Background: an optimization exercise with open tools, aiming at small area, a short achievable clock period and few clock cycles. Do not read the settings as production practice.
RTL that was checked went through simulation tests only; none was proved equivalent to the original.
No activity file was given, so power comes from the tool's default toggle rates.

==> module int_alu, before the edit <==
module int_alu #(
    parameter int ALU_ARCH = 1
) (
    input  idex_ctrl_pkg::word_t inst_i,
    input  idex_ctrl_pkg::word_t pc_i,
    input  idex_ctrl_pkg::word_t rs1_i,
    input  idex_ctrl_pkg::word_t rs2_i,
    input  logic                 a_pc_i,
    input  logic                 b_reg_i,
    input  logic                 sub_reg_i,
    input  logic                 sub_imm_i,
    input  logic                 fmt_i_i,
    input  logic                 fmt_u_i,
    input  logic                 fmt_j_i,
    output idex_ctrl_pkg::word_t sum_o,
    output idex_ctrl_pkg::word_t p_o,        
    output idex_ctrl_pkg::word_t g_o,        
    output idex_ctrl_pkg::word_t shr_o,
    output idex_ctrl_pkg::word_t shl_o,
    output logic                 lt_o,       
    output logic                 ltu_o       
);
    idex_ctrl_pkg::word_t imm;
    idex_ctrl_pkg::word_t a;
    idex_ctrl_pkg::word_t bx;
    idex_ctrl_pkg::word_t a_rev;
    idex_ctrl_pkg::word_t sh_in;
    logic [4:0]           shamt;
    logic                 sub;
    logic                 cout;
    logic                 fill;
    logic                 fmt_b;
    logic                 s;
    assign s     = inst_i[31];
    assign fmt_b = ~fmt_i_i & ~fmt_u_i & ~fmt_j_i;
    assign imm[0]     = fmt_i_i & inst_i[20];
    assign imm[4:1]   = fmt_u_i ? 4'd0 : (fmt_b ? inst_i[11:8] : inst_i[24:21]);
    assign imm[10:5]  = fmt_u_i ? 6'd0 : inst_i[30:25];
    assign imm[11]    = fmt_u_i ? 1'b0 : fmt_j_i ? inst_i[20] : fmt_i_i ? s : inst_i[7];
    assign imm[19:12] = (fmt_u_i | fmt_j_i) ? inst_i[19:12] : {8{s}};
    assign imm[30:20] = fmt_u_i ? inst_i[30:20] : {11{s}};
    assign imm[31]    = s;
    assign a   = a_pc_i ? pc_i : rs1_i;
    logic rs2_pos, rs2_neg;
    assign rs2_pos = b_reg_i & ~sub_reg_i;
    assign rs2_neg = b_reg_i & sub_reg_i;
    assign bx  = ({32{rs2_pos}} & rs2_i) | ({32{rs2_neg}} & ~rs2_i)
               | ({32{~b_reg_i}} & (imm ^ {32{sub_imm_i}}));
    assign sub = b_reg_i ? sub_reg_i : sub_imm_i;
    assign p_o = a ^ bx;
    assign g_o = a & bx;
    pfx_add #(.W(32), .ARCH(ALU_ARCH)) u_add (
        .a_i    (a),
        .b_i    (bx),
        .cin_i  (sub),
        .sum_o  (sum_o),
        .cout_o (cout)
    );
    assign ltu_o = ~cout;
    assign lt_o  = ~cout ^ a[31] ^ ~bx[31];
    always_comb begin
        for (int i = 0; i < 32; i++) begin
            a_rev[i] = rs1_i[31-i];
            shl_o[i] = shr_o[31-i];
        end
    end
    assign shamt  = inst_i[5] ? rs2_i[4:0] : inst_i[24:20];    
    assign sh_in  = inst_i[14] ? rs1_i : a_rev;
    assign fill   = inst_i[14] & inst_i[30] & rs1_i[31];
    logic [3:0]           d0;
    logic [3:0]           d1;
    logic [1:0]           d2;
    logic [34:0]          x0;
    logic [43:0]          x1;
    logic [47:0]          x2;
    idex_ctrl_pkg::word_t st1;
    idex_ctrl_pkg::word_t st2;
    assign d0 = {shamt[1:0] == 2'd3, shamt[1:0] == 2'd2, shamt[1:0] == 2'd1, shamt[1:0] == 2'd0};
    assign d1 = {shamt[3:2] == 2'd3, shamt[3:2] == 2'd2, shamt[3:2] == 2'd1, shamt[3:2] == 2'd0};
    assign d2 = {shamt[4], ~shamt[4]};
    assign x0 = {{3{fill}}, sh_in};
    assign x1 = {{12{fill}}, st1};
    assign x2 = {{16{fill}}, st2};
    for (genvar i = 0; i < 32; i++) begin : g_sh
        assign st1[i]   = |(d0 & {x0[i+3], x0[i+2], x0[i+1], x0[i]});
        assign st2[i]   = |(d1 & {x1[i+12], x1[i+8], x1[i+4], x1[i]});
        assign shr_o[i] = |(d2 & {x2[i+16], x2[i]});
    end
endmodule
==> flow/config.mk <==
export PLATFORM = sky130hd
export DESIGN_NAME = idex_unit
export DESIGN_NICKNAME = idex_unit
export VERILOG_FILES = /design/flow/design.v
export SDC_FILE = /design/flow/constraint.sdc
export NUM_CORES = 4
export LEC_CHECK = 0
export ABC_AREA = 1
export CAP_MARGIN = 20
export CORE_MARGIN = 2
export CORE_UTILIZATION = 40
export SLEW_MARGIN = 20
==> flow/constraint.sdc <==
create_clock -name core_clock -period 6.5 [get_ports {clk_i}]
set_input_delay 1.3000 -clock core_clock [delete_from_list [all_inputs] [get_ports {clk_i}]]
set_output_delay 1.3000 -clock core_clock [all_outputs]
set_load 0.01 [all_outputs]
standard.sh (not shown) runs the stock make flow with config.mk's settings and CLKGATE_MAP_FILE= SYNTH_SCRIPT=/design/flow/synth_recipe.tcl, a recipe that flattens the netlist after the stock synthesis.
==> flow/flow/run.sh <==
#!/bin/bash
# Own layout flow: the standard ORFS flow (standard.sh) with two changes:
#  - synthesis leaves adders to ABC (ADDER_MAP_FILE empty: no full/half
#    adder cells are extracted before technology mapping);
#  - the port buffers are plain buf_1 cells instead of the delay cells that
#    buffer_ports picks by default. Each port still gets its own buffer.
set -euo pipefail
bash standard.sh "ADDER_MAP_FILE=" \
    "BUFFER_PORTS_ARGS=-buffer_cell sky130_fd_sc_hd__buf_1" finish > orfs_make.log 2>&1
Edit:
--- a/flow/design.v
+++ b/flow/design.v
@@ -104,12 +104,13 @@
     idex_ctrl_pkg::word_t sh_in;
     logic [4:0]           shamt;
     logic                 sub;
     logic                 cout;
     logic                 fill;
     logic                 fmt_b;
+    logic [32:0]          sh_ext;
     logic                 s;
     assign s     = inst_i[31];
     assign fmt_b = ~fmt_i_i & ~fmt_u_i & ~fmt_j_i;
     assign imm[0]     = fmt_i_i & inst_i[20];
     assign imm[4:1]   = fmt_u_i ? 4'd0 : (fmt_b ? inst_i[11:8] : inst_i[24:21]);
     assign imm[10:5]  = fmt_u_i ? 6'd0 : inst_i[30:25];
@@ -141,31 +142,14 @@
             shl_o[i] = shr_o[31-i];
         end
     end
     assign shamt  = inst_i[5] ? rs2_i[4:0] : inst_i[24:20];    
     assign sh_in  = inst_i[14] ? rs1_i : a_rev;
     assign fill   = inst_i[14] & inst_i[30] & rs1_i[31];
-    logic [3:0]           d0;
-    logic [3:0]           d1;
-    logic [1:0]           d2;
-    logic [34:0]          x0;
-    logic [43:0]          x1;
-    logic [47:0]          x2;
-    idex_ctrl_pkg::word_t st1;
-    idex_ctrl_pkg::word_t st2;
-    assign d0 = {shamt[1:0] == 2'd3, shamt[1:0] == 2'd2, shamt[1:0] == 2'd1, shamt[1:0] == 2'd0};
-    assign d1 = {shamt[3:2] == 2'd3, shamt[3:2] == 2'd2, shamt[3:2] == 2'd1, shamt[3:2] == 2'd0};
-    assign d2 = {shamt[4], ~shamt[4]};
-    assign x0 = {{3{fill}}, sh_in};
-    assign x1 = {{12{fill}}, st1};
-    assign x2 = {{16{fill}}, st2};
-    for (genvar i = 0; i < 32; i++) begin : g_sh
-        assign st1[i]   = |(d0 & {x0[i+3], x0[i+2], x0[i+1], x0[i]});
-        assign st2[i]   = |(d1 & {x1[i+12], x1[i+8], x1[i+4], x1[i]});
-        assign shr_o[i] = |(d2 & {x2[i+16], x2[i]});
-    end
+    assign sh_ext = $signed({fill, sh_in}) >>> shamt;
+    assign shr_o  = sh_ext[31:0];
 endmodule
 module pfx_add #(
     parameter int W    = 32,
     parameter int ARCH = 0
 ) (
     input  logic [W-1:0] a_i,
Effect: Sequential share of layout area stays the same. Final cell count barely changes. Setup slack improved by 0.15 ns. Die area increases slightly. Wire length decreases by a few percent. Power decreases by a few percent. Clock-buffer cell count is unchanged. Fmax increases by a few percent. Sequential cell count stays the same. Via count decreases by a few percent. Synthesized area increases slightly.
Testbench counts after the change, summed over its fixed seeds: cycles 6,400.
The RTL of the first run of this note was laid out without a check of its function.

* * *

idex_unit, a different RTL version from the one above (not shown whole).
Size: about 1700 cells after synthesis.
==> module pfx_add, before the edit <==
module pfx_add #(
    parameter int W    = 32,
    parameter int ARCH = 0
) (
    input  logic [W-1:0] a_i,
    input  logic [W-1:0] b_i,
    input  logic         cin_i,
    output logic [W-1:0] sum_o,
    output logic         cout_o
);
    localparam int L  = $clog2(W);
    localparam int NL = (ARCH == 0) ? L : (ARCH == 1) ? 2 * L - 1 : W - 1;
    logic [W-1:0] p;
    logic [W-1:0] gl [0:NL];
    logic [W-1:0] pl [0:NL];
    assign p     = a_i ^ b_i;
    assign gl[0] = (a_i & b_i) | {{(W-1){1'b0}}, p[0] & cin_i};
    assign pl[0] = p;
    for (genvar l = 0; l < NL; l++) begin : g_lvl
        for (genvar i = 0; i < W; i++) begin : g_bit
            localparam int UP = (l < L) ? l : 2 * L - 2 - l;
            localparam int D  =
                (ARCH == 0) ? ((((i >> l) % 2) == 1) ? i - (((i >> l) << l) - 1) : 0) :
                (ARCH == 1) ? ((l < L) ? ((((i + 1) % (2 << l)) == 0) ? (1 << l) : 0)
                                       : ((i >= 3 * (1 << UP) - 1) && (((i + 1 - 3 * (1 << UP)) % (2 << UP)) == 0)
                                          ? (1 << UP) : 0)) :
                ((i == l + 1) ? 1 : 0);
            if (D == 0) begin : g_pass
                assign gl[l+1][i] = gl[l][i];
                assign pl[l+1][i] = pl[l][i];
            end else begin : g_op
                assign gl[l+1][i] = gl[l][i] | (pl[l][i] & gl[l][i-D]);
                assign pl[l+1][i] = pl[l][i] & pl[l][i-D];
            end
        end
    end
    assign sum_o  = p ^ {gl[NL][W-2:0], cin_i};
    assign cout_o = gl[NL][W-1];
endmodule
clock: 6.5 ns
lec_check: 0
abc_area: 1
cap_margin: 20
core_margin: 2
core_utilization: 30
slew_margin: 20
==> flow/flow/run.sh <==
#!/bin/bash
# Own layout flow: the standard ORFS flow (standard.sh), unchanged except
# that the port buffers are plain buf_2 cells instead of the delay cells that
# buffer_ports picks by default. Each port still gets its own buffer.
set -euo pipefail
bash standard.sh "BUFFER_PORTS_ARGS=-buffer_cell sky130_fd_sc_hd__buf_2" finish > orfs_make.log 2>&1
Then changed:
--- a/flow/design.v
+++ b/flow/design.v
@@ -135,7 +135,7 @@
     output logic [W-1:0] sum_o,
     output logic         cout_o
 );
-    localparam int L  = $clog2(W);
+    localparam int L  = (W > 32) ? 6 : (W > 16) ? 5 : (W > 8) ? 4 : (W > 4) ? 3 : 2;
     localparam int NL = (ARCH == 0) ? L : (ARCH == 1) ? 2 * L - 1 : W - 1;
     logic [W-1:0] p;
     logic [W-1:0] gl [0:NL];
Result:
- power does not change
- global-route usage stays the same
- die area stays the same
- via count is unchanged
- sequential cell count stays the same
- routed wire length stays the same
- design area is unchanged
- synthesized area does not change
- clock-buffer cell count is unchanged
- core utilization is unchanged
Testbench counts after the change, summed over its fixed seeds: cycles 6,400.
Only the layout flow was run in the first run of this note; the RTL was not checked for function there.
